This design comes from an exercise in tuning for small area and a short achievable clock period on the open sky130 flow, not from production work. Only simulation tests tie the RTL to the original design; equivalence was not proved.

===== design.v =====
package mdu_pkg;
    localparam int MDU_OP_W = 3;
    localparam logic [MDU_OP_W-1:0] MDU_NONE  = 3'd0;
    localparam logic [MDU_OP_W-1:0] MDU_MULT  = 3'd1;
    localparam logic [MDU_OP_W-1:0] MDU_MULTU = 3'd2;
    localparam logic [MDU_OP_W-1:0] MDU_DIV   = 3'd3;
    localparam logic [MDU_OP_W-1:0] MDU_DIVU  = 3'd4;
    localparam logic [MDU_OP_W-1:0] MDU_MTHI  = 3'd5;
    localparam logic [MDU_OP_W-1:0] MDU_MTLO  = 3'd6;
    localparam int MDU_MULT_CYCLES_DEF = 5;
    localparam int MDU_DIV_CYCLES_DEF  = 10;
    function automatic logic mdu_is_multicycle(input logic [MDU_OP_W-1:0] op);
        mdu_is_multicycle = (op == MDU_MULT) || (op == MDU_MULTU) ||
               (op == MDU_DIV)  || (op == MDU_DIVU);
    endfunction
endpackage
module mdu_hilo #(
    parameter int MULT_CYCLES = mdu_pkg::MDU_MULT_CYCLES_DEF,
    parameter int DIV_CYCLES  = mdu_pkg::MDU_DIV_CYCLES_DEF
) (
    input  logic                clk,
    input  logic                reset,
    input  logic                start,
    input  logic [mdu_pkg::MDU_OP_W-1:0] op,
    input  logic [31:0]         rs_val,
    input  logic [31:0]         rt_val,
    input  logic                cancel,
    output logic                busy,
    output logic                stall_req,
    output logic [31:0]         hi,
    output logic [31:0]         lo
);
    localparam int W = 35;
    logic [3:0]   r_cnt;
    logic         r_is_div;
    logic         r_f31;      
    logic         r_bprev;    
    logic [W-1:0] r_h;        
    logic [31:0]  r_l;        
    logic [3:0]   r_lx;       
    logic [32:0]  r_m;        
    logic [31:0]  r_hi;
    logic [31:0]  r_lo;
    logic w_op_valid, w_accept, w_last, w_wb, w_mdiv, w_sgn_op;
    assign w_op_valid = (op >= mdu_pkg::MDU_MULT) && (op <= mdu_pkg::MDU_MTLO);
    assign w_accept   = start & ~cancel & ~busy & w_op_valid;
    assign busy      = (r_cnt != 4'd0);
    assign stall_req = busy | (start & ~cancel & mdu_pkg::mdu_is_multicycle(op));
    assign hi        = r_hi;
    assign lo        = r_lo;
    assign w_last = (r_cnt == 4'd1);
    assign w_mdiv = (op == mdu_pkg::MDU_DIV) || (op == mdu_pkg::MDU_DIVU);
    assign w_sgn_op = (op == mdu_pkg::MDU_MULT) || (op == mdu_pkg::MDU_DIV);
    logic         w_dneg;             
    logic         w_sig;              
    assign w_dneg = r_m[32];
    assign w_sig  = r_is_div & r_f31;
    logic         w_rsg_h;            
    assign w_rsg_h = r_h[32];
    logic [W-1:0] w_mx;               
    assign w_mx = {{(W-33){r_m[32]}}, r_m};
    logic [W-1:0] w_x   [4];
    logic [W-1:0] w_y   [4];
    logic [W-1:0] w_s   [4];
    logic         w_sf  [4];          
    logic         w_one [4];
    logic         w_two [4];
    logic         w_neg [4];
    logic         w_rsg [4];          
    logic         w_p   [4];          
    logic         w_z   [4];          
    logic         w_dw  [4];          
    logic [2:0]   w_bt  [4];          
    function automatic logic [W:0] rcc(input logic [W-1:0] a, input logic [W-1:0] b,
                                       input logic ci);
        rcc[0] = ci;
        for (int k = 0; k < W; k++)
            rcc[k+1] = (a[k] & b[k]) | (rcc[k] & (a[k] ^ b[k]));
    endfunction
    localparam int FK = 12;
    function automatic logic fc32(input logic [W-1:0] a, input logic [W-1:0] b,
                                  input logic ck);
        logic c0, c1;
        c0 = 1'b0;
        c1 = 1'b1;
        for (int k = FK; k < 32; k++) begin
            c0 = (a[k] & (b[k] | c0)) | (b[k] & c0);
            c1 = (a[k] & (b[k] | c1)) | (b[k] & c1);
        end
        fc32 = ck ? c1 : c0;
    endfunction
    function automatic logic [31:0] rinc(input logic [31:0] a, input logic ci);
        logic c;
        c = ci;
        for (int k = 0; k < 32; k++) begin
            rinc[k] = a[k] ^ c;
            c       = a[k] & c;
        end
    endfunction
    genvar r;
    generate
        for (r = 0; r < 4; r++) begin : g_row
            logic [W-1:0] prev;
            if (r == 0) begin : g_p0
                assign prev = r_h;
                assign w_bt[r] = {r_l[1], r_l[0], r_bprev};
            end else begin : g_pn
                assign prev = w_s[r-1];
                assign w_bt[r] = {r_l[2*r+1], r_l[2*r], r_l[2*r-1]};
            end
            assign w_z[r]   = r_lx[3-r];
            assign w_rsg[r] = (r == 0) ? r_h[32] : w_sf[r-1];
            assign w_p[r]   = ~(w_rsg[r] ^ w_sig);
            assign w_dw[r]  = r_is_div & ~(w_last & (r == 0));
            logic mb_one, mb_two, mb_neg, dv_one, dv_two, dv_neg;
            assign mb_one = w_last ? ((r == 0) & r_f31) : (w_bt[r][1] ^ w_bt[r][0]);
            assign mb_two = ~w_last & ((w_bt[r] == 3'b011) | (w_bt[r] == 3'b100));
            assign mb_neg = ~w_last & w_bt[r][2] & ~(w_bt[r][1] & w_bt[r][0]);
            if (r == 0) begin : g_d0
                assign dv_one = ~w_last | (w_rsg_h ^ w_sig);
                assign dv_two = 1'b0;
                assign dv_neg = w_last ? ((w_rsg_h ^ w_sig) & ~(w_rsg_h ^ w_dneg))
                                       : ~(w_rsg[r] ^ w_dneg);
            end else if (r == 1) begin : g_d1
                assign dv_one = ~w_last;
                assign dv_two = w_last;
                assign dv_neg = w_last ? w_dneg : ~(w_rsg[r] ^ w_dneg);
            end else begin : g_dn
                assign dv_one = 1'b1;
                assign dv_two = 1'b0;
                assign dv_neg = ~(w_rsg[r] ^ w_dneg);
            end
            assign w_one[r] = r_is_div ? dv_one : mb_one;
            assign w_two[r] = r_is_div ? dv_two : mb_two;
            assign w_neg[r] = r_is_div ? dv_neg : mb_neg;
            assign w_x[r] = w_dw[r] ? {prev[W-2:0], w_z[r]}
                                    : ((r == 0) ? prev : {{2{prev[W-1]}}, prev[W-1:2]});
            assign w_y[r] = ((w_one[r] ? w_mx : '0) | (w_two[r] ? {w_mx[W-2:0], 1'b0} : '0))
                            ^ {W{w_neg[r]}};
            logic [W:0] cy;
            assign cy     = rcc(w_x[r], w_y[r], w_neg[r]);
            assign w_s[r] = w_x[r] ^ w_y[r] ^ cy[W-1:0];
            assign w_sf[r] = w_x[r][32] ^ w_y[r][32] ^ fc32(w_x[r], w_y[r], cy[FK]);
        end
    endgenerate
    logic        w_corr, w_exact, w_qs, w_inc, w_mz;
    logic [31:0] w_qv, w_qx, w_lov, w_hiv;
    assign w_corr  = w_rsg_h ^ w_sig;
    assign w_exact = w_sig & (w_s[1][W-1:1] == '0);
    assign w_qs    = r_is_div & (w_sig ^ w_dneg);
    assign w_inc   = r_is_div & (w_qs ^ w_exact);
    assign w_qv    = r_is_div ? {r_l[30:0], ~w_corr} : r_l;
    assign w_qx    = w_qv ^ {32{w_qs}};
    assign w_mz    = (r_m == 33'd0);
    assign w_lov = rinc(w_qx, w_inc);
    assign w_hiv = w_exact ? 32'd0 : w_s[0][31:0];
    assign w_wb  = w_last & ~(r_is_div & w_mz);
    always_ff @(posedge clk) begin
        if (reset) begin
            r_cnt <= 4'd0;
        end else if (w_accept) begin
            if (mdu_pkg::mdu_is_multicycle(op))
                r_cnt <= w_mdiv ? 4'(DIV_CYCLES) : 4'(MULT_CYCLES);
        end else if (busy) begin
            r_cnt <= r_cnt - 4'd1;
        end
    end
    always_ff @(posedge clk) begin
        if (reset) begin
            r_hi <= '0;
            r_lo <= '0;
        end else if (w_accept) begin
            if (op == mdu_pkg::MDU_MTHI) r_hi <= rs_val;
            if (op == mdu_pkg::MDU_MTLO) r_lo <= rs_val;
        end else if (w_wb) begin
            r_hi <= w_hiv;
            r_lo <= w_lov;
        end
    end
    always_ff @(posedge clk) begin
        if (!busy) begin
            r_is_div <= w_mdiv;
            r_f31    <= rs_val[31] & ((op == mdu_pkg::MDU_DIV) || (op == mdu_pkg::MDU_MULTU));
            r_bprev  <= 1'b0;
            r_h      <= {W{(op == mdu_pkg::MDU_DIV) & rs_val[31]}};
            r_l      <= rs_val;
            r_lx     <= {4{(op == mdu_pkg::MDU_DIV) & rs_val[31]}};
            r_m      <= {w_sgn_op & rt_val[31], rt_val};
        end else begin
            r_bprev  <= r_l[7];
            r_lx     <= r_l[31:28];
            if (r_is_div) begin
                r_h <= w_s[3];
                r_l <= {r_l[27:0], w_p[0], w_p[1], w_p[2], w_p[3]};
            end else begin
                r_h <= {{2{w_s[3][W-1]}}, w_s[3][W-1:2]};
                r_l <= {w_s[3][1:0], w_s[2][1:0], w_s[1][1:0], w_s[0][1:0], r_l[31:8]};
            end
        end
    end
endmodule

===== run.sh =====
#!/bin/bash
# synth_recipe.tcl (not shown) runs the flow's synth.tcl, then flattens the netlist and writes it again
# the make line also repeats each setting of config.mk as NAME=value (left out here)
make -C /OpenROAD-flow-scripts/flow DESIGN_CONFIG=/design/flow/config.mk WORK_HOME=/design/flow/orfs CLKGATE_MAP_FILE= SYNTH_SCRIPT=/design/flow/synth_recipe.tcl finish

===== config.mk =====
export PLATFORM = sky130hd
export DESIGN_NAME = mdu_hilo
export DESIGN_NICKNAME = mdu_hilo
export VERILOG_FILES = /design/flow/design.v
export SDC_FILE = /design/flow/constraint.sdc
export NUM_CORES = 4
export LEC_CHECK = 0
export ABC_AREA = 1
export CAP_MARGIN = 20
export CORE_MARGIN = 2
export CORE_UTILIZATION = 40
export SLEW_MARGIN = 20

===== constraint.sdc =====
create_clock -name core_clock -period 110.0 [get_ports {clk}]
set_input_delay 22.0000 -clock core_clock [delete_from_list [all_inputs] [get_ports {clk}]]
set_output_delay 22.0000 -clock core_clock [all_outputs]
set_load 0.01 [all_outputs]

==> results.sh, run 1 <==
export IMPL_h_tree_depth=4
export IMPL_worstRegToRegCells=149
export IMPL_routabilityCongestion=0.907
export IMPL_async_reset_ff_share_pct=0
export IMPL_clkLatencyLatePin_ns=0.48
export IMPL_min_from="r_l[31]"
export IMPL_area_growth_pct=12.0
export IMPL_ys_seq_area_share_pct=22.8
export IMPL_fin_skew_ns=0.0180
export IMPL_numCtsBuffers=17
export IMPL_grt_pass1_wl_mm=89.1
export IMPL_slowest_delay_ns=0.54
export IMPL_endpoint_kind="primary output"
export IMPL_finalHoldViolCount=0
export IMPL_antenna_found_initial=1
export IMPL_routed_wl_mm=57.2
export IMPL_required_ns=88.00
export IMPL_drv_cap=0
export IMPL_initial_core_util_pct=40.5
export IMPL_worstMarginPinSlew_ns=1.03
export IMPL_io_pins=137
export IMPL_cts_tree="built"
export IMPL_path_delay_family="buffers and inverters"
export IMPL_min_period_ns=46.75
export IMPL_dieArea_um2=44000
export IMPL_remaining_drc_errors=0
export IMPL_via_per_inst=5.56
export IMPL_synth_area_per_cell_um2=7.36
export IMPL_route_vias_total=16000
export IMPL_core_rowCount=75
export IMPL_cp_common_cell="inv_1"
export IMPL_ant_nets=0
export IMPL_grt_ovfl_total=0
export IMPL_synth_edf_count=35
export IMPL_finalSetupViolCount=0
export IMPL_crit_path_cell_trace="clkdlybuf4s50_1, inv_1, o21ai_0, nand2_1, nand2_2, buf_4, inv_1, buf_4, a21oi_1, inv_1, clkdlybuf4s50_1"
export IMPL_setup_tns_final_ns=0
export IMPL_place_detailed_hpwl_mm=42.5
export IMPL_postSynthCellCount=2300
export IMPL_hp_class="reg -> reg"
export IMPL_slowest_stage="clkdlybuf4s50_1"
export IMPL_design_area_um2=19000
export IMPL_first_global_vias=15700
export IMPL_cts_buffer_depth=2
export IMPL_path_clk_slew_ns=0.07
export IMPL_synth_cell_area_um2=16900
export IMPL_synthTopCellsByArea="dfxtp_1, fa_1, nand2_1"
export IMPL_ctsHoldBuffers=0
export IMPL_synthFlopType="dfxtp_1"
export IMPL_grt_max_degree=220
export IMPL_fin_nets=2589
export IMPL_hold_depth=2
export IMPL_placedInstanceArea_um2=18400
export IMPL_synth_top_cell_area_share_pct=16.6
export IMPL_synth_seq_cells=175
export IMPL_slew_headroom_pct=30.8
export IMPL_slew_violations=0
export IMPL_clock_sinks=175
export IMPL_yosys_cell_types_count=52
export IMPL_track_usage_pct=26.2
export IMPL_port_buffers=136
export IMPL_core_area_um2=41900
export IMPL_cts_root_buf="clkbuf_16"
export IMPL_syn_nets=2553
export IMPL_crit_reg2reg_capture="r_h[33]"
export IMPL_min_period_over_period_pct=42.5
export IMPL_fmax_mhz=21.4
export IMPL_worstReg2RegStart="r_cnt[1]"
export IMPL_dieHeight_um=210
export IMPL_fp_dieW_um=210
export IMPL_wl_per_cell_um=19.8
export IMPL_synth_largest_area_cell="dfxtp_1"
export IMPL_rrSetupSlack_ns=69.37
export IMPL_crit_type="in -> out"
export IMPL_drt_first_pass_iters=5
export IMPL_status="complete, no violations"
export IMPL_yosys_warnings=13
export IMPL_grt_setup_unrepaired="no"
export IMPL_antenna_cells=0
export IMPL_post_cts_buffers=0
export IMPL_start_kind="input port"
export IMPL_arrival_ns=24.75
export IMPL_crit_buf_inv=7
export IMPL_drive_above_1_share_pct=5.02
export IMPL_min_to="r_lx[3]"
export IMPL_crit_fanout=65
export IMPL_drt_iter0_markers=1669
export IMPL_final_util_pct=45.3
export IMPL_ctsResizeCount=0
[final cells by class]
type | count | area [µm²]
clock buffer | 19 | 453
clock inverter | 13 | 134
fill | 4330 | 22900
inverter | 294 | 1110
multi-input combinational | 1693 | 11200
sequential | 175 | 3850
tap | 539 | 674
timing repair buffer | 155 | 1520
[cell families after synthesis]
group,after synthesis,synth area share [%]
AND/OR/NAND/NOR,806,19.9
buffers and inverters,432,11.2
flip-flops,175,22.8
adder cells (fa/ha/maj),182,19.3
XOR/XNOR,139,7.37
AO/OA/AOI/OAI,556,18.9
multiplexers,10,0.599
[sequential cells by signal (all words and copies together) (netlist names)]
signal	flops
r_lo	32
r_bprev	1
r_lx	4
r_h	35
r_l	32
r_hi	32
r_cnt	4
r_f31	1
r_m	33
r_is_div	1
[metrics by stage]
step	worst slack [ns]	cells	hold slack [ns]
CTS	63.28	2888	0.515
global placement	63.31	2856	0.493
finish	63.25	2888	0.515
floorplan	64.99	2300	0.452
detailed placement	63.28	2856	0.500
global route	63.05	2888	0.543
[worst max path at each step]
stage	start	end	cells past startpoint
3_5_place_dp	op[2]	stall_req	11
5_1_grt	op[2]	stall_req	11
2_1_floorplan	op[0]	stall_req	7
3_3_place_gp	op[2]	stall_req	11
6_report	op[2]	stall_req	11
4_1_cts	op[2]	stall_req	11
[metal layers]
layer / track usage, % / share of wire, % / wire, µm
met1: 35.8 / 44 / 25000
met2: 41.9 / 45 / 25900
met3: 3.94 / 7.7 / 4430
met4: 9.83 / 3.2 / 1840
met5: 0 / 0.059 / 34
[synthesized netlist by cell type (3+ instances only)]
library cell	n
xor2_1	113
o21ai_0	251
a31oi_1	91
edfxtp_1	35
inv_1	254
nand4_1	17
nand3_1	87
or2_2	13
ha_1	50
dfxtp_1	140
o31ai_1	18
nand2_4	3
and2_1	3
nor2_2	5
buf_6	24
nand3b_1	4
clkbuf_1	89
a22o_1	4
fa_1	132
o211ai_1	8
xnor2_1	22
buf_1	13
xor2_2	4
nor4_1	7
buf_2	3
mux2i_1	9
nand2_1	533
nand2_2	5
a211oi_1	3
a21oi_1	33
o22ai_1	138
o22ai_2	3
nand3_2	6
buf_8	3
inv_2	14
buf_4	3
or2_1	4
clkinv_1	26
nor3_1	5
nor2_1	110
[cell usage in the layout, fill, tap and decap left out, types with 4 or more instances in the layout]
master and count:
nand2_1 529, inv_1 252, o21ai_0 251, dfxtp_1 140
o22ai_1 138, clkdlybuf4s50_1 136, fa_1 132, xor2_1 113
nor2_1 110, a31oi_1 91, nand3_1 87, ha_1 50
edfxtp_1 35, a21oi_1 31, clkinv_1 26, xnor2_1 22
o31ai_1 18, buf_4 18, nand4_1 17, clkbuf_16 17
inv_2 14, or2_2 13, mux2i_1 9, nand2_2 8
o211ai_1 8, nor4_1 7, nand3_2 6, inv_8 6
nor2_2 5, nor3_1 5, nand3b_1 4, or2_1 4
nand2_4 4, xor2_2 4, a22o_1 4
[worst min-delay path: cells and delay by family, from the launching register on]
kind            cells  cell delay [ns]
flops               1             0.30
buf+inv             1             0.08
compound gates      1             0.09
==> run 2, diff against run 1 <==
--- a/design.v
+++ b/design.v
@@ -32,3 +32,4 @@
 );
-    localparam int W = 35;
+    localparam int W = 34;    
+    localparam int HW = 33;   
     logic [3:0]   r_cnt;
@@ -37,3 +38,3 @@
     logic         r_bprev;    
-    logic [W-1:0] r_h;        
+    logic [HW-1:0] r_h;       
     logic [31:0]  r_l;        
@@ -77,3 +78,3 @@
         for (int k = 0; k < W; k++)
-            rcc[k+1] = (a[k] & b[k]) | (rcc[k] & (a[k] ^ b[k]));
+            rcc[k+1] = (rcc[k] & a[k]) | (rcc[k] & b[k]) | (a[k] & b[k]);
     endfunction
@@ -104,3 +105,3 @@
             if (r == 0) begin : g_p0
-                assign prev = r_h;
+                assign prev = {r_h[HW-1], r_h};
                 assign w_bt[r] = {r_l[1], r_l[0], r_bprev};
@@ -184,3 +185,3 @@
             r_bprev  <= 1'b0;
-            r_h      <= {W{(op == mdu_pkg::MDU_DIV) & rs_val[31]}};
+            r_h      <= {HW{(op == mdu_pkg::MDU_DIV) & rs_val[31]}};
             r_l      <= rs_val;
@@ -192,6 +193,6 @@
             if (r_is_div) begin
-                r_h <= w_s[3];
+                r_h <= w_s[3][HW-1:0];
                 r_l <= {r_l[27:0], w_p[0], w_p[1], w_p[2], w_p[3]};
             end else begin
-                r_h <= {{2{w_s[3][W-1]}}, w_s[3][W-1:2]};
+                r_h <= {w_s[3][W-1], w_s[3][W-1:2]};
                 r_l <= {w_s[3][1:0], w_s[2][1:0], w_s[1][1:0], w_s[0][1:0], r_l[31:8]};
==> flow/run.sh (new file) <==
#!/bin/bash
# Standard layout, except that the port buffers are the smallest buffer
# (sky130_fd_sc_hd__buf_1) instead of the one buffer_ports picks by default.
set -o pipefail
export BUFFER_PORTS_ARGS="-buffer_cell sky130_fd_sc_hd__buf_1"
bash standard.sh > standard.log 2>&1
==> standard.sh (new file) <==
#!/bin/bash
# synth_recipe.tcl (not shown) runs the flow's synth.tcl, then flattens the netlist and writes it again
# the make line also repeats each setting of config.mk as NAME=value (left out here)
make -C /OpenROAD-flow-scripts/flow DESIGN_CONFIG=/design/flow/config.mk WORK_HOME=/design/flow/orfs CLKGATE_MAP_FILE= SYNTH_SCRIPT=/design/flow/synth_recipe.tcl "${@:-finish}"
--- a/config.mk
+++ b/config.mk
@@ -10,3 +10,4 @@
 export CORE_MARGIN = 2
-export CORE_UTILIZATION = 40
+export CORE_UTILIZATION = 60
+export CTS_BUF_LIST = sky130_fd_sc_hd__clkbuf_8
 export SLEW_MARGIN = 20
removed: run.sh
==> run 2 against run 1 <==
Effect of this change: maximum frequency rose by 3.5%; worst setup slack improved by 1.6 ns; first-iteration DRC count up 9.5%; sequential share of layout area increased by 1.1 points; via count up 0.63%; register-to-register slack better by 1.4 ns; cell area decreased by 6.1%; area after synthesis decreased by 0.95%; final cell count shrank 6.8%; critical endpoint unchanged.
==> results.sh, run 2 <==
export IMPL_status="complete, no violations"
export IMPL_grt_max_degree=161
export IMPL_ctsResizeCount=0
export IMPL_io_pins=137
export IMPL_fin_nets=2547
export IMPL_crit_type="in -> out"
export IMPL_worstMarginPinSlew_ns=0.930
export IMPL_hp_class="reg -> reg"
export IMPL_ctsHoldBuffers=0
export IMPL_core_area_um2=27600
export IMPL_via_per_inst=6.00
export IMPL_synth_cell_area_um2=16800
export IMPL_h_tree_depth=4
export IMPL_slew_violations=0
export IMPL_setup_tns_final_ns=0
export IMPL_drt_first_pass_iters=6
export IMPL_worstReg2RegStart="r_is_div"
export IMPL_route_vias_total=16100
export IMPL_synthTopCellsByArea="dfxtp_1, fa_1, nand2_1"
export IMPL_track_usage_pct=36.3
export IMPL_crit_fanout=7
export IMPL_remaining_drc_errors=0
export IMPL_post_cts_buffers=0
export IMPL_async_reset_ff_share_pct=0
export IMPL_grt_setup_unrepaired="no"
export IMPL_final_common_cell="nand2_1"
export IMPL_yosysMostFrequentCell="nand2_1"
export IMPL_synthFlopType="dfxtp_1"
export IMPL_path_clk_slew_ns=0.11
export IMPL_grt_pass1_wl_mm=81.6
export IMPL_cts_buffer_depth=2
export IMPL_dieArea_um2=29300
export IMPL_clock_sinks=173
export IMPL_area_growth_pct=6.16
export IMPL_yosys_cell_types_count=50
export IMPL_dieHeight_um=171
export IMPL_arrival_ns=23.18
export IMPL_reg_largest_list="r_h x33, r_m x33"
export IMPL_finalHoldViolCount=0
export IMPL_postSynthCellCount=2261
export IMPL_grt_ovfl_total=0
export IMPL_port_buffers=136
export IMPL_placedInstanceArea_um2=17400
export IMPL_synth_edf_count=35
export IMPL_fp_dieW_um=171
export IMPL_core_rowCount=61
export IMPL_synth_largest_area_cell="dfxtp_1"
export IMPL_synthTopCellsByCount="nand2_1, inv_1, o21ai_0"
export IMPL_fin_skew_ns=0.0238
export IMPL_hold_depth=2
export IMPL_endpoint_kind="primary output"
export IMPL_drv_cap=0
export IMPL_yosys_warnings=13
export IMPL_clkLatencyLatePin_ns=0.50
export IMPL_final_cell_mix="nand2_1, inv_1, o21ai_0, o22ai_1, dfxtp_1"
export IMPL_worstRegToRegCells=121
export IMPL_min_period_over_period_pct=41.1
export IMPL_drt_iter0_markers=1827
export IMPL_synth_top_cell_area_share_pct=16.5
export IMPL_place_detailed_hpwl_mm=39.2
export IMPL_ys_seq_area_share_pct=22.7
export IMPL_crit_reg2reg_capture="r_h[31]"
export IMPL_ant_nets=0
export IMPL_cts_root_buf="clkbuf_8"
export IMPL_routabilityCongestion=0.952
export IMPL_start_kind="input port"
export IMPL_min_period_ns=45.18
export IMPL_min_from="r_l[25]"
export IMPL_wl_per_cell_um=19.8
export IMPL_synth_area_per_cell_um2=7.42
export IMPL_finalSetupViolCount=0
export IMPL_initial_core_util_pct=60.7
export IMPL_rrSetupSlack_ns=70.78
export IMPL_min_to="r_l[17]"
export IMPL_first_global_vias=14700
export IMPL_antenna_found_initial=1
export IMPL_hold_worst_slack_ns=0.502
export IMPL_required_ns=88.00
export IMPL_routed_wl_mm=53.2
export IMPL_slew_headroom_pct=37.8
export IMPL_antenna_cells=0
export IMPL_cts_tree="built"
export IMPL_design_area_um2=17800
export IMPL_synth_seq_cells=173
export IMPL_drive_above_1_share_pct=7.09
export IMPL_syn_nets=2506
export IMPL_numCtsBuffers=17
export IMPL_fmax_mhz=22.1
## run 2: cell type report
cell class,count,area [µm²]
multi-input cells,1658,11300
fillers,2650,9820
clock inverters,13,178
inverters,295,1110
repair buffers,157,681
flip-flops and latches,173,3810
clock buffers,18,248
well taps,378,473
## run 2: per-layer routing
metal / wire length (µm) / global-route usage (%) / vias up
met3: 4420 / 4.88 / 86
li1: - / - / 7602
met2: 24000 / 57.5 / 752
met5: 13 / 0 / -
met1: 23400 / 51.9 / 7706
met4: 1320 / 11.2 / 2
## run 2: how the worst max path moves through the flow
stage                from        end  slack [ns]  cells after the start
CTS                 op[2]  stall_req       64.84                      9
detailed placement  op[2]  stall_req       64.85                      9
floorplan           op[0]  stall_req       65.35                      6
finish              op[2]  stall_req       64.82                      9
global route        op[2]  stall_req       64.65                      9
global placement    op[0]  stall_req       64.88                      8
## run 2: worst max-delay path, stage by stage
cell and delay (ns):
buf_1 0.22, inv_1 0.10, o21ai_0 0.12, nand2_1 0.10
nand2_2 0.08, inv_1 0.05, a21oi_1 0.23, inv_1 0.13
buf_1 0.14
## run 2: kinds of logic after synthesis
group           after synthesis  synth area share, %
simple gates                786                 19.7
fa+ha+maj                   175                 18.6
mux                          25                 1.58
compound gates              531                 18.5
buf+inv                     430                 10.2
xor+xnor                    141                 8.75
flops                       173                 22.7
## run 2: through the flow
| step | std cells | setup slack (ns) | util [%] |
|---|---|---|---|
| after CTS | 2692 | 64.84 | 64.4 |
| after floorplan | 2261 | 65.35 | - |
| final | 2692 | 64.82 | 64.4 |
| after global placement | 2661 | 64.88 | 62.9 |
| after global routing | 2692 | 64.65 | 64.4 |
| after detailed placement | 2661 | 64.85 | 62.9 |
==> run 3, diff against run 2 <==
--- a/design.v
+++ b/design.v
@@ -112,3 +112,3 @@
             assign w_z[r]   = r_lx[3-r];
-            assign w_rsg[r] = (r == 0) ? r_h[32] : w_sf[r-1];
+            assign w_rsg[r] = (r == 0) ? r_h[32] : (r == 2) ? prev[32] : w_sf[r-1];
             assign w_p[r]   = ~(w_rsg[r] ^ w_sig);
==> run 3 against run 2 <==
Effect of this change: final cell count shrank 5.9%; sequential share of layout area grew 0.69 points; critical endpoint unchanged; die area shrank 3.0%.
==> results.sh, run 3 <==
export IMPL_status="complete, no violations"
export IMPL_async_reset_ff_share_pct=0
export IMPL_post_cts_buffers=0
export IMPL_remaining_drc_errors=0
export IMPL_fillers=2565
export IMPL_yosys_warnings=13
export IMPL_numCtsBuffers=17
export IMPL_design_area_um2=17300
export IMPL_path_clk_slew_ns=0.10
export IMPL_synthAdderAreaFrac_pct=19.2
export IMPL_hold_depth=2
export IMPL_clock_sinks=173
export IMPL_finalSetupViolCount=0
export IMPL_start_kind="input port"
export IMPL_area_growth_pct=6.11
export IMPL_synth_compound_area_share_pct=18.7
export IMPL_yosysMostFrequentCell="nand2_1"
export IMPL_grt_max_degree=164
export IMPL_final_util_pct=64.4
export IMPL_via_per_inst=6.09
export IMPL_routed_wl_mm=52.0
export IMPL_muxShareOfSynthArea_pct=2.19
export IMPL_syn_nets=2380
export IMPL_route_vias_total=15400
export IMPL_synth_top_family_by_area="adder cells"
export IMPL_first_global_vias=14300
export IMPL_core_area_um2=26800
export IMPL_synth_simple_gate_area_share_pct=17.7
export IMPL_wl_per_cell_um=20.5
export IMPL_dieArea_um2=28400
export IMPL_setup_tns_final_ns=0
export IMPL_final_cell_mix="nand2_1, inv_1, o21ai_0, nor2_1"
export IMPL_hp_class="reg -> reg"
export IMPL_antenna_found_initial=1
export IMPL_fin_nets=2423
export IMPL_cts_tree="built"
export IMPL_ctsResizeCount=0
export IMPL_slowest_stage="a21oi_1"
export IMPL_cts_buffer_depth=2
export IMPL_endpoint_kind="primary output"
export IMPL_required_ns=88.00
export IMPL_synthTopCellsByCount="nand2_1, inv_1, o21ai_0"
export IMPL_crit_fanout=7
export IMPL_grt_setup_unrepaired="no"
export IMPL_drt_first_pass_iters=5
export IMPL_fp_dieW_um=169
export IMPL_drive_above_1_share_pct=6.11
export IMPL_synthFlopType="dfxtp_1"
export IMPL_crit_type="in -> out"
export IMPL_worstRegToRegCells=136
export IMPL_clkLatencyLatePin_ns=0.51
export IMPL_finalHoldViolCount=0
export IMPL_arrival_ns=23.30
export IMPL_slowest_delay_ns=0.40
export IMPL_fin_cells=2533
export IMPL_port_buffers=136
export IMPL_synthTopCellsByArea="dfxtp_1, fa_1, nand2_1"
export IMPL_min_period_ns=45.30
export IMPL_synth_seq_cells=173
export IMPL_path_delay_family="buffers and inverters"
export IMPL_synth_xor_area_share_pct=8.98
export IMPL_grt_pass1_wl_mm=80.5
export IMPL_h_tree_depth=4
export IMPL_ctsHoldBuffers=0
export IMPL_placedInstanceArea_um2=16800
export IMPL_ant_nets=0
export IMPL_drt_iter0_markers=1722
export IMPL_slew_headroom_pct=27.9
export IMPL_cts_root_buf="clkbuf_8"
export IMPL_synth_edf_count=35
export IMPL_ys_seq_area_share_pct=23.5
export IMPL_slew_violations=0
export IMPL_antenna_cells=0
export IMPL_initial_core_util_pct=60.7
export IMPL_synth_cell_area_um2=16300
export IMPL_drv_cap=0
export IMPL_synth_area_per_cell_um2=7.61
export IMPL_yosys_cell_types_count=46
export IMPL_fin_skew_ns=0.0226
export IMPL_track_usage_pct=36.7
export IMPL_worstMarginPinSlew_ns=1.07
export IMPL_place_detailed_hpwl_mm=39.0
export IMPL_grt_ovfl_total=0
export IMPL_path_depth=9
export IMPL_core_rowCount=60
export IMPL_reg_largest_list="r_h x33, r_m x33"
export IMPL_dp_cells=2501
export IMPL_synth_largest_area_cell="dfxtp_1"
export IMPL_cp_common_cell="nand2_1"
export IMPL_min_period_over_period_pct=41.2
export IMPL_synth_top_cell_area_share_pct=17.0
export IMPL_final_common_cell="nand2_1"
export IMPL_fmax_mhz=22.1
export IMPL_io_pins=137
export IMPL_postSynthCellCount=2136
export IMPL_crit_buf_inv=4
export IMPL_routabilityCongestion=0.930
export IMPL_dieHeight_um=169
export IMPL_crit_path_cell_trace="buf_1, nand2_1, nand2_1, nand2_1, nand2_2, clkinv_1, a21oi_1, inv_1, buf_1"
==> run 3: cell count changes after synthesis, moves of 5 or more <==
| cell | before | now |
|---|---|---|
| inv_2 | 28 | 8 |
| mux2i_1 | 13 | 22 |
| nand3_1 | 105 | 94 |
| or2_2 | 14 | 9 |
| clkbuf_1 | 98 | 90 |
| nor2_1 | 126 | 142 |
| nand2_1 | 490 | 391 |
==> run 3: worst paths after layout <==
kind	slack [ns]	to	from
setup / recovery	64.70	stall_req	op[0]
hold / removal	0.51	r_l[24]	r_l[20]
setup reg to reg	65.51	r_h[32]	r_is_div
hold reg to reg	0.51	r_l[24]	r_l[20]
==> run 3: worst min-delay path, stage by stage, from the launching register on <==
cell and delay (ns):
dfxtp_1 0.32, nand2_1 0.08, a31oi_1 0.08
==> run 3: kinds of logic after synthesis <==
kind of cell / Yosys count
compound gates: 525
xor+xnor: 141
fa+ha+maj: 173
buf+inv: 405
flops: 173
mux: 34
simple gates: 685
==> run 3: layer usage <==
layer	GRT usage [%]	share of wire [%]	up-vias
met4	11.1	2.9	2
met3	4.96	9.1	82
met2	57.7	44	792
li1	-	-	7229
met1	53.0	44	7320
met5	0	0.019	-
==> run 3: per-stage QoR <==
step | setup slack (ns) | hold WS (ns)
finish | 64.70 | 0.509
global route | 63.74 | 0.512
CTS | 64.73 | 0.506
detailed placement | 64.72 | 0.497
global placement | 64.79 | 0.486
floorplan | 64.90 | 0.427
==> run 3: area by class of cell <==
| cell class | instances | area (µm²) | area share (%) |
|---|---|---|---|
| multi-input cells | 1558 | 10900 | 63.1 |
| flip-flops and latches | 173 | 3810 | 22.1 |
| inverters | 273 | 1030 | 5.95 |
| repair buffers | 156 | 673 | 3.90 |
| well taps | 341 | 427 | 2.47 |
| clock buffers | 18 | 248 | 1.44 |
| clock inverters | 14 | 179 | 1.04 |
==> run 4, diff against run 3 <==
==> flow/run.sh (replaced) <==
#!/bin/bash
set -euo pipefail
export BUFFER_PORTS_ARGS="-buffer_cell sky130_fd_sc_hd__buf_1"
R=orfs/results/${FLOW_PLATFORM:-sky130hd}/mdu_hilo/base
bash standard.sh place > standard_place.log 2>&1
cp $R/3_place.odb $R/3_place_pre_downsize.odb
DS_LIB=$FLOW_HOME/platforms/sky130hd/lib/sky130_fd_sc_hd__tt_025C_1v80.lib \
DS_PLATFORM_DIR=$FLOW_HOME/platforms/sky130hd \
DS_IN=$R/3_place_pre_downsize.odb DS_OUT=$R/3_place.odb DS_SDC=$R/3_place.sdc \
DS_SLACK_LOSS=0.0 DS_REG_MARGIN=0.5 \
  openroad -no_init -exit flow/downsize.tcl > downsize.log 2>&1
bash standard.sh > standard_finish.log 2>&1
==> flow/downsize.tcl (new file) <==
# Area recovery after placement: swap up-sized combinational cells back to
# their _1 (or smallest) variant wherever that does not lower the worst setup
# slack of any path group below a limit and adds no slew, cap or fanout
# violation.
set lib   $::env(DS_LIB)
set plat  $::env(DS_PLATFORM_DIR)
set in_db $::env(DS_IN)
set out_db $::env(DS_OUT)
read_liberty $lib
read_db $in_db
read_sdc $::env(DS_SDC)
source $plat/setRC.tcl
estimate_parasitics -placement

proc worst {} { return [sta::worst_slack_cmd max] }
# worst slack of the paths that end at registers
proc worst_reg {} {
  set p [find_timing_paths -to [all_registers -data_pins] -sort_by_slack -group_path_count 1]
  return [get_property [lindex $p 0] slack]
}
proc viol {} {
  return [expr {[sta::max_slew_violation_count] + [sta::max_capacitance_violation_count] + [sta::max_fanout_violation_count]}]
}
set w0 [worst]
set r0 [worst_reg]
set v0 [viol]
puts "start: worst slack $w0, register paths $r0, violations $v0, area [rsz::design_area]"
# keep the worst slack at least this far above what it was
set floor [expr {$w0 - $::env(DS_SLACK_LOSS)}]
# and keep the register paths this far above the worst slack (or where
# they were, if that is lower)
set rfloor [expr {min($r0, $w0 * 1e9 + $::env(DS_REG_MARGIN))}]
set block [sta::top_instance]
set n 0
set tried 0
foreach inst [get_cells *] {
  set master [get_property $inst ref_name]
  if {![regexp {^(sky130_fd_sc_hd__[a-z0-9]+)_([0-9]+)$} $master -> base size]} continue
  if {$size <= 1} continue
  if {[regexp {df|clk|buf|fa$|ha$|tap|fill|decap|conb|dly} $base]} continue
  set cands {}
  foreach s {1 0 2} {
    if {$s >= $size} continue
    set c [get_lib_cells -quiet */${base}_$s]
    if {[llength $c]} { lappend cands $c }
  }
  foreach c $cands {
    incr tried
    set old [get_property $inst ref_name]
    if {[catch {replace_cell $inst $c}]} continue
    estimate_parasitics -placement
    if {[worst] < $floor || [worst_reg] < $rfloor || [viol] > $v0} {
      replace_cell $inst [get_lib_cells */$old]
      estimate_parasitics -placement
    } else {
      incr n
      break
    }
  }
}
puts "swapped $n of $tried tries: worst slack [worst], register paths [worst_reg], violations [viol], area [rsz::design_area]"
write_db $out_db
==> run 4 against run 3 <==
Effect of this change: area after synthesis is the same; highest routed layer unchanged; critical endpoint unchanged; first-iteration DRC count is the same; cell area shrank 1.8%; utilization shrank 1.2 points.
==> results.sh, run 4 <==
export IMPL_endpoint_kind="primary output"
export IMPL_area_growth_pct=4.21
export IMPL_cts_tree="built"
export IMPL_cts_root_buf="clkbuf_8"
export IMPL_final_common_cell="nand2_1"
export IMPL_status="complete, no violations"
export IMPL_via_per_inst=6.11
export IMPL_fillers=2617
export IMPL_antenna_cells=0
export IMPL_numCtsBuffers=17
export IMPL_core_rowCount=60
export IMPL_slowest_stage="a21oi_1"
export IMPL_place_ws_ns=64.72
export IMPL_drt_iter0_markers=1722
export IMPL_slowest_delay_ns=0.40
export IMPL_drv_cap=0
export IMPL_worstMarginPinSlew_ns=1.06
export IMPL_finalHoldViolCount=0
export IMPL_place_detailed_hpwl_mm=39.0
export IMPL_route_vias_total=15500
export IMPL_grt_ovfl_total=0
export IMPL_grt_setup_unrepaired="no"
export IMPL_clkLatencyLatePin_ns=0.51
export IMPL_h_tree_depth=4
export IMPL_synth_seq_cells=173
export IMPL_fin_skew_ns=0.0223
export IMPL_synth_largest_area_cell="dfxtp_1"
export IMPL_grt_pass1_wl_mm=80.5
export IMPL_clock_sinks=173
export IMPL_crit_fanout=7
export IMPL_async_reset_ff_share_pct=0
export IMPL_seqCellArea_um2=3810
export IMPL_hold_worst_slack_ns=0.505
export IMPL_ctsResizeCount=0
export IMPL_synthTopCellsByCount="nand2_1, inv_1, o21ai_0"
export IMPL_synth_edf_count=35
export IMPL_ant_nets=0
export IMPL_crit_path_cell_trace="buf_1, inv_1, o21ai_0, nand2_1, nand2_2, clkinv_1, a21oi_1, inv_1, buf_1"
export IMPL_path_delay_family="buffers and inverters"
export IMPL_dieArea_um2=28400
export IMPL_routabilityCongestion=0.930
export IMPL_path_clk_slew_ns=0.10
export IMPL_slew_violations=0
export IMPL_io_pins=137
export IMPL_fmax_mhz=22.1
export IMPL_synth_cell_area_um2=16300
export IMPL_first_global_vias=14300
export IMPL_crit_type="in -> out"
export IMPL_arrival_ns=23.29
export IMPL_hp_class="reg -> reg"
export IMPL_synth_area_per_cell_um2=7.61
export IMPL_fp_dieW_um=169
export IMPL_antenna_found_initial=1
export IMPL_grt_max_degree=164
export IMPL_slew_headroom_pct=29.0
export IMPL_crit_buf_inv=5
export IMPL_drt_first_pass_iters=6
export IMPL_ys_seq_area_share_pct=23.5
export IMPL_setup_tns_final_ns=0
export IMPL_postSynthCellCount=2136
export IMPL_finalSetupViolCount=0
export IMPL_wl_per_cell_um=20.6
export IMPL_routed_wl_mm=52.1
export IMPL_start_kind="input port"
export IMPL_core_area_um2=26800
export IMPL_ctsHoldBuffers=0
export IMPL_synth_top_cell_area_share_pct=17.0
export IMPL_post_cts_buffers=0
export IMPL_yosys_cell_types_count=46
export IMPL_initial_core_util_pct=60.7
export IMPL_yosysMostFrequentCell="nand2_1"
export IMPL_min_period_over_period_pct=41.2
export IMPL_final_util_pct=63.2
export IMPL_required_ns=88.00
export IMPL_drive_above_1_share_pct=2.87
export IMPL_fin_ws_ns=64.71
export IMPL_multiInputGateArea_um2=10600
export IMPL_dieHeight_um=169
export IMPL_reg_largest_list="r_h x33, r_m x33"
export IMPL_synthFlopType="dfxtp_1"
export IMPL_min_period_ns=45.29
export IMPL_yosys_warnings=13
export IMPL_remaining_drc_errors=0
export IMPL_fin_nets=2423
export IMPL_track_usage_pct=36.7
export IMPL_synthTopCellsByArea="dfxtp_1, fa_1, nand2_1"
export IMPL_port_buffers=136
export IMPL_cts_buffer_depth=2
export IMPL_final_cell_mix="nand2_1, inv_1, o21ai_0, nor2_1, o22ai_1"
export IMPL_syn_nets=2380
-- run 4: final timing paths --
check                           slack, ns  cells after the start   endpoint     start
worst max-delay path                64.71                      9  stall_req     op[2]
worst min-delay path                 0.51                      2    r_l[24]   r_l[20]
worst max register to register      65.43                    138    r_h[32]  r_cnt[0]
worst min register to register       0.51                      2    r_l[24]   r_l[20]
-- run 4: layer usage --
metal	share of wire [%]	vias up	track usage, %
met1	43	7353	53.1
met2	44	808	57.9
met4	2.7	2	10.4
li1	-	7239	-
met3	9.5	76	4.65
met5	0.019	-	0
-- run 4: area by class of cell --
| type | instances | area share, % |
|---|---|---|
| clock inverters | 14 | 1.06 |
| multi-input cells | 1558 | 62.4 |
| flip-flops and latches | 173 | 22.5 |
| clock buffers | 18 | 1.46 |
| well taps | 341 | 2.52 |
| inverters | 273 | 6.06 |
| repair buffers | 156 | 3.97 |
-- run 4: kinds of logic (layout without fill, tap and decap cells) --
kind of cell / after synthesis / count (layout) / synth area share (%)
buffers and inverters: 405 / 461 / 9.87
muxes: 34 / 34 / 2.19
adders and majority gates: 173 / 173 / 19.2
and+or+nand+nor: 685 / 685 / 17.7
DFF: 173 / 173 / 23.5
xor gates and xnor gates: 141 / 141 / 8.98
AOI/OAI and AO/OA: 525 / 525 / 18.7
-- run 4: worst min-delay path: cells and delay by family, from the launching register on --
family	cells	cell delay, ns
flip-flops	1	0.32
AND/OR/NAND/NOR	1	0.08
AO/OA/AOI/OAI	1	0.08
-- run 4: through the flow --
step | area, µm² | cells
5_1_grt | 16900 | 2533
3_5_place_dp | 16800 | 2501
6_report | 16900 | 2533
4_1_cts | 16900 | 2533
2_1_floorplan | 16300 | 2136
3_3_place_gp | 16800 | 2501
==> run 5, diff against run 4 <==
--- a/design.v
+++ b/design.v
@@ -35,2 +35,4 @@
     logic [3:0]   r_cnt;
+    logic         r_busy;     
+    logic         w_run;      
     logic         r_is_div;
@@ -46,4 +48,5 @@
     assign w_op_valid = (op >= mdu_pkg::MDU_MULT) && (op <= mdu_pkg::MDU_MTLO);
-    assign w_accept   = start & ~cancel & ~busy & w_op_valid;
-    assign busy      = (r_cnt != 4'd0);
+    assign w_accept   = start & ~cancel & ~w_run & w_op_valid;
+    assign w_run     = (r_cnt != 4'd0);
+    assign busy      = r_busy;
     assign stall_req = busy | (start & ~cancel & mdu_pkg::mdu_is_multicycle(op));
@@ -164,5 +167,13 @@
                 r_cnt <= w_mdiv ? 4'(DIV_CYCLES) : 4'(MULT_CYCLES);
-        end else if (busy) begin
+        end else if (w_run) begin
             r_cnt <= r_cnt - 4'd1;
         end
+    end
+    always_ff @(posedge clk) begin
+        if (reset)
+            r_busy <= 1'b0;
+        else if (w_accept)
+            r_busy <= mdu_pkg::mdu_is_multicycle(op);
+        else if (w_last)
+            r_busy <= 1'b0;
     end
@@ -181,3 +192,3 @@
     always_ff @(posedge clk) begin
-        if (!busy) begin
+        if (!w_run) begin
             r_is_div <= w_mdiv;
--- a/config.mk
+++ b/config.mk
@@ -11,3 +11,2 @@
 export CORE_UTILIZATION = 60
-export CTS_BUF_LIST = sky130_fd_sc_hd__clkbuf_8
 export SLEW_MARGIN = 20
==> run 5 against run 4 <==
Effect of this change: still clean; first-iteration DRC count is 0.70% lower; register-to-register slack worse by 0.08 ns; global-route usage is 0.94 points lower; critical endpoint unchanged.
==> results.sh, run 5 <==
export IMPL_status="complete, no violations"
export IMPL_crit_fanout=5
export IMPL_grt_max_degree=166
export IMPL_core_rowCount=60
export IMPL_min_period_over_period_pct=40.8
export IMPL_io_pins=137
export IMPL_reg_largest_list="r_h x33, r_m x33"
export IMPL_clkLatencyLatePin_ns=0.46
export IMPL_min_to="r_lx[3]"
export IMPL_fp_dieW_um=170
export IMPL_synthTopCellsByArea="dfxtp_1, fa_1, nand2_1"
export IMPL_worstRegToRegCells=132
export IMPL_final_util_pct=64.0
export IMPL_post_cts_buffers=0
export IMPL_synth_edf_count=35
export IMPL_finalHoldViolCount=0
export IMPL_antenna_found_initial=1
export IMPL_wl_per_cell_um=20.1
export IMPL_start_kind="input port"
export IMPL_synth_seq_cells=174
export IMPL_routabilityCongestion=0.948
export IMPL_grt_pass1_wl_mm=79.4
export IMPL_final_cell_mix="nand2_1, inv_1, o21ai_0, nor2_1, dfxtp_1"
export IMPL_async_reset_ff_share_pct=0
export IMPL_hp_class="reg -> reg"
export IMPL_fmax_mhz=22.3
export IMPL_fin_ws_ns=65.11
export IMPL_via_per_inst=6.06
export IMPL_final_common_cell="nand2_1"
export IMPL_yosysMostFrequentCell="nand2_1"
export IMPL_crit_reg2reg_capture="r_h[32]"
export IMPL_min_from="r_l[31]"
export IMPL_synth_top_cell_area_share_pct=16.9
export IMPL_worstMarginPinSlew_ns=1.04
export IMPL_remaining_drc_errors=0
export IMPL_drt_first_pass_iters=8
export IMPL_min_period_ns=44.89
export IMPL_track_usage_pct=35.7
export IMPL_place_detailed_hpwl_mm=37.9
export IMPL_fillers=2547
export IMPL_initial_core_util_pct=61.3
export IMPL_numCtsBuffers=17
export IMPL_routed_wl_mm=51.6
export IMPL_hold_depth=2
export IMPL_crit_type="in -> out"
export IMPL_grt_ovfl_total=0
export IMPL_cts_tree="built"
export IMPL_drv_cap=0
export IMPL_yosys_warnings=13
export IMPL_drt_iter0_markers=1710
export IMPL_ctsResizeCount=0
export IMPL_route_vias_total=15500
export IMPL_ant_nets=0
export IMPL_drive_above_1_share_pct=2.79
export IMPL_syn_nets=2413
export IMPL_finalSetupViolCount=0
export IMPL_dieHeight_um=170
export IMPL_rrSetupSlack_ns=65.35
export IMPL_fin_skew_ns=0.0310
export IMPL_synth_cell_area_um2=16500
export IMPL_synthFlopType="dfxtp_1"
export IMPL_yosys_cell_types_count=52
export IMPL_core_area_um2=27000
export IMPL_synth_largest_area_cell="dfxtp_1"
export IMPL_postSynthCellCount=2169
export IMPL_fin_nets=2452
export IMPL_arrival_ns=22.89
export IMPL_cts_root_buf="clkbuf_16"
export IMPL_synthTopCellsByCount="nand2_1, inv_1, o21ai_0"
export IMPL_grt_setup_unrepaired="no"
export IMPL_setup_tns_final_ns=0
export IMPL_synth_area_per_cell_um2=7.61
export IMPL_area_growth_pct=4.56
export IMPL_endpoint_kind="primary output"
export IMPL_first_global_vias=14600
export IMPL_clock_sinks=174
export IMPL_ctsHoldBuffers=0
export IMPL_dieArea_um2=28900
export IMPL_h_tree_depth=4
export IMPL_place_ws_ns=65.11
export IMPL_port_buffers=136
export IMPL_slew_violations=0
export IMPL_required_ns=88.00
export IMPL_ys_seq_area_share_pct=23.2
export IMPL_path_clk_slew_ns=0.08
export IMPL_slew_headroom_pct=30.5
export IMPL_cts_buffer_depth=2
export IMPL_worstReg2RegStart="r_is_div"
-- run 5: metrics by stage --
stage	cells	hold WS (ns)	area [µm²]
floorplan	2169	0.427	16500
global placement	2529	0.470	17000
detailed placement	2529	0.464	17000
CTS	2561	0.479	17200
global route	2562	0.508	17300
finish	2563	0.486	17300
-- run 5: how the worst max path moves through the flow --
stage	start	end
2_1_floorplan	op[1]	stall_req
3_3_place_gp	op[2]	stall_req
3_5_place_dp	op[2]	stall_req
4_1_cts	op[2]	stall_req
5_1_grt	r_is_div	r_h[32]
6_report	op[2]	stall_req
-- run 5: cell type report --
cell class / count / area (µm²) / share of cell area [%]
multi-input combinational: 1583 / 10700 / 61.7
sequential: 174 / 3830 / 22.2
inverter: 277 / 1040 / 6.03
timing repair buffer: 155 / 678 / 3.93
clock buffer: 18 / 450 / 2.61
tap: 341 / 427 / 2.47
clock inverter: 14 / 178 / 1.03
antenna: 1 / 2.50 / 0.0145
-- run 5: per-layer routing --
metal	track usage [%]	share of wire, %	up-vias
met4	11.5	2.9	0
met2	58.4	46	725
met5	0	0	-
li1	-	-	7283
met3	5.37	8.1	107
met1	48.9	43	7422
-- run 5: kinds of logic (layout without fill, tap and decap cells) --
logic type | Yosys count | in the layout | synth area share (%)
AND/OR/NAND/NOR | 720 | 720 | 18.6
other | 0 | 1 | 0
flip-flops | 174 | 174 | 23.2
multiplexers | 32 | 32 | 2.01
AO/OA/AOI/OAI | 517 | 517 | 18.2
buffers and inverters | 412 | 464 | 10.1
adder cells (fa/ha/maj) | 173 | 173 | 18.9
XOR/XNOR | 141 | 141 | 8.94
-- run 5: worst max-delay path, cell delays in order --
cell and delay (ns):
buf_1 0.16, inv_1 0.09, nor2_1 0.17, nand2_1 0.07, nand2_1 0.12, a21o_1 0.13, buf_1 0.15
==> run 6, diff against run 5 <==
--- a/design.v
+++ b/design.v
@@ -83,5 +83,4 @@
     endfunction
-    localparam int FK = 12;
     function automatic logic fc32(input logic [W-1:0] a, input logic [W-1:0] b,
-                                  input logic ck);
+                                  input logic ck, input int fk);
         logic c0, c1;
@@ -89,3 +88,3 @@
         c1 = 1'b1;
-        for (int k = FK; k < 32; k++) begin
+        for (int k = fk; k < 32; k++) begin
             c0 = (a[k] & (b[k] | c0)) | (b[k] & c0);
@@ -146,3 +145,4 @@
             assign w_s[r] = w_x[r] ^ w_y[r] ^ cy[W-1:0];
-            assign w_sf[r] = w_x[r][32] ^ w_y[r][32] ^ fc32(w_x[r], w_y[r], cy[FK]);
+            localparam int FK = (r == 0) ? 16 : 12;
+            assign w_sf[r] = w_x[r][32] ^ w_y[r][32] ^ fc32(w_x[r], w_y[r], cy[FK], FK);
         end
--- a/flow/downsize.tcl
+++ b/flow/downsize.tcl
@@ -39,5 +39,5 @@
   if {$size <= 1} continue
-  if {[regexp {df|clk|buf|fa$|ha$|tap|fill|decap|conb|dly} $base]} continue
+  if {[regexp {df|clk|fa$|ha$|tap|fill|decap|conb|dly} $base]} continue
   set cands {}
-  foreach s {1 0 2} {
+  foreach s {1 0 2 4 8} {
     if {$s >= $size} continue
==> run 6 against run 5 <==
Effect of this change: via count is 5.7% higher; cell area is 1.3% higher; sequential cell count stayed put; worst setup slack worse by 2.3 ns; clock skew is 0.0073 ns lower; utilization is 0.63 points higher; register-to-register slack worse by 2.5 ns; worst hold slack better by 0.015 ns; synthesized cell count is 4.7% higher; critical endpoint is now r_h[32].
==> results.sh, run 6 <==
export IMPL_ctsHoldBuffers=0
export IMPL_io_pins=137
export IMPL_setup_tns_final_ns=0
export IMPL_cp_common_cell="fa_1"
export IMPL_fmax_mhz=21.2
export IMPL_final_cell_mix="nand2_1, inv_1, o21ai_0, nor2_1, dfxtp_1"
export IMPL_min_period_over_period_pct=42.9
export IMPL_min_period_ns=47.16
export IMPL_synthTopCellsByArea="dfxtp_1, fa_1, nand2_1"
export IMPL_drt_iter0_markers=1996
export IMPL_routabilityCongestion=1.05
export IMPL_fin_nets=2550
export IMPL_port_buffers=136
export IMPL_cts_buffer_depth=2
export IMPL_fin_cells=2661
export IMPL_dieArea_um2=28900
export IMPL_drv_cap=0
export IMPL_clock_sinks=174
export IMPL_yosys_cell_types_count=51
export IMPL_via_per_inst=6.17
export IMPL_finalSetupViolCount=0
export IMPL_synth_largest_area_cell="dfxtp_1"
export IMPL_arrival_ns=47.48
export IMPL_dp_cells=2628
export IMPL_worstMarginPinSlew_ns=1.06
export IMPL_final_common_cell="nand2_1"
export IMPL_fin_skew_ns=0.0237
export IMPL_async_reset_ff_share_pct=0
export IMPL_status="complete, no violations"
export IMPL_slowest_stage="buf_4"
export IMPL_routed_wl_mm=53.4
export IMPL_crit_fanout=96
export IMPL_place_detailed_hpwl_mm=39.8
export IMPL_antenna_found_initial=1
export IMPL_hp_class="reg -> reg"
export IMPL_slew_headroom_pct=29.1
export IMPL_clkLatencyLatePin_ns=0.46
export IMPL_numCtsBuffers=17
export IMPL_synth_area_per_cell_um2=7.27
export IMPL_crit_type="reg -> reg"
export IMPL_syn_nets=2516
export IMPL_remaining_drc_errors=0
export IMPL_finalHoldViolCount=0
export IMPL_grt_pass1_wl_mm=83.9
export IMPL_grt_setup_unrepaired="no"
export IMPL_first_global_vias=15600
export IMPL_postSynthCellCount=2272
export IMPL_core_rowCount=60
export IMPL_core_area_um2=27000
export IMPL_ctsResizeCount=0
export IMPL_synth_seq_cells=174
export IMPL_ys_seq_area_share_pct=23.2
export IMPL_track_usage_pct=37.5
export IMPL_route_vias_total=16400
export IMPL_initial_core_util_pct=61.1
export IMPL_drt_first_pass_iters=6
export IMPL_grt_ovfl_total=0
export IMPL_fp_dieW_um=170
export IMPL_drive_above_1_share_pct=2.98
export IMPL_synthTopCellsByCount="nand2_1, inv_1, o21ai_0"
export IMPL_wl_per_cell_um=20.1
export IMPL_cts_tree="built"
export IMPL_reg_largest_list="r_h x33, r_m x33"
export IMPL_endpoint_kind="flop"
export IMPL_synth_top_cell_area_share_pct=16.8
export IMPL_path_clk_slew_ns=0.08
export IMPL_h_tree_depth=4
export IMPL_yosys_warnings=13
export IMPL_synth_cell_area_um2=16500
export IMPL_post_cts_buffers=0
export IMPL_synth_edf_count=35
export IMPL_ant_nets=0
export IMPL_yosysMostFrequentCell="nand2_1"
export IMPL_slowest_delay_ns=0.77
export IMPL_slew_violations=0
export IMPL_fillers=2583
export IMPL_grt_max_degree=97
export IMPL_start_kind="flop"
export IMPL_cts_root_buf="clkbuf_16"
export IMPL_required_ns=110.33
export IMPL_synthFlopType="dfxtp_1"
export IMPL_dieHeight_um=170
export IMPL_area_growth_pct=5.82
run 6: changes by cell type after synthesis, sizes merged, moves of 15 or more:
cell | previous run | this run
nand3 | 103 | 135
buf | 54 | 39
nor2 | 142 | 157
nand2 | 424 | 449
xnor2 | 40 | 10
inv | 248 | 270
nand3b | 5 | 37
clkbuf | 81 | 104
run 6: final cells by class:
class	count	area (µm²)	share of cell area, %
multi-input cells	1656	10800	62.1
clock buffers	18	429	2.46
repair buffers	158	643	3.68
inverters	299	1130	6.46
clock inverters	14	168	0.959
flip-flops and latches	174	3830	21.9
diodes	1	2.50	0.0143
well taps	341	427	2.44
run 6: worst max-delay path, delay by kind of cell, from the launching register on:
kind	cells	cell delay [ns]
adders and majority gates	90	37.50
buffers and inverters	13	4.11
and+or+nand+nor	30	3.65
xor gates and xnor gates	4	0.72
AOI/OAI and AO/OA	4	0.53
DFF	1	0.33
run 6: cells by family after synthesis:
kind of cell,count (synthesis),share of synthesized area [%]
AND/OR/NAND/NOR,826,22.0
AO/OA/AOI/OAI,535,18.8
buffers and inverters,442,10.5
flip-flops,174,23.2
adder cells (fa/ha/maj),173,18.9
XOR/XNOR,110,5.83
multiplexers,12,0.735
run 6: layer usage:
layer	track usage (%)	vias to the layer above	part of all wire (%)
met2	61.3	899	46
met3	7.21	143	9.7
li1	-	7639	-
met5	0	-	0
met4	16.7	0	4.3
met1	48.6	7747	40
run 6: stage by stage:
step / util (%) / worst slack (ns) / cell area (µm²) / hold slack (ns)
after floorplan: - / 65.54 / 16500 / 0.452
after global placement: 63.0 / 64.08 / 17000 / 0.483
after detailed placement: 63.0 / 63.32 / 17000 / 0.490
after CTS: 64.6 / 63.31 / 17500 / 0.503
after global routing: 64.7 / 60.98 / 17500 / 0.541
final: 64.7 / 62.84 / 17500 / 0.501
run 6: final timing paths:
kind / start / end / slack [ns] / depth (start not counted)
worst max-delay path: r_is_div / r_h[32] / 62.84 / 141
worst min-delay path: r_l[8] / r_l[12] / 0.50 / 2
worst max register to register: r_is_div / r_h[32] / 62.84 / 141
worst min register to register: r_l[8] / r_l[12] / 0.50 / 2

==> separate check: timing with driven ports <==
No port has a modelled driver above. Below, the same layouts with a new extraction and two added sets of constraints.
Step 1: set_driving_cell puts a clkbuf_16 on clk and a buf_2 on each other input, an assumption about the parent block.
Step 2 moves the port delays by t, midway between the first and last clock arrival at a register: inputs arrive t later, outputs are due t later. That takes back most of the time a late clock gives input paths.
Slacks: ideal / step 1 / step 2; pairs: ideal / step 1.
run	t (ns)	slack for setup (ns)	worst setup path at the end	worst data-port slew with drivers (ns)	cell pins on the clock port's net
run 1	0.530	63.252 / 63.229 / 63.229	input to output	0.05	1
run 2	0.541	64.822 / 64.798 / 64.798	input to output	0.06	1
run 3	0.542	64.704 / 64.682 / 64.682	input to output	0.04	1
run 4	0.544	64.714 / 64.691 / 64.691	input to output	0.04	1
run 5	0.496	65.114 / 65.086 / 65.086	input to output	0.04	1
run 6	0.499	62.845 / 62.845 / 62.845	register to register	0.04	1
After both steps every run listed still meets setup and hold. The setup slack of run 5, which loses most, moves by -0.028 ns with the drivers and by -0.028 ns with both steps.
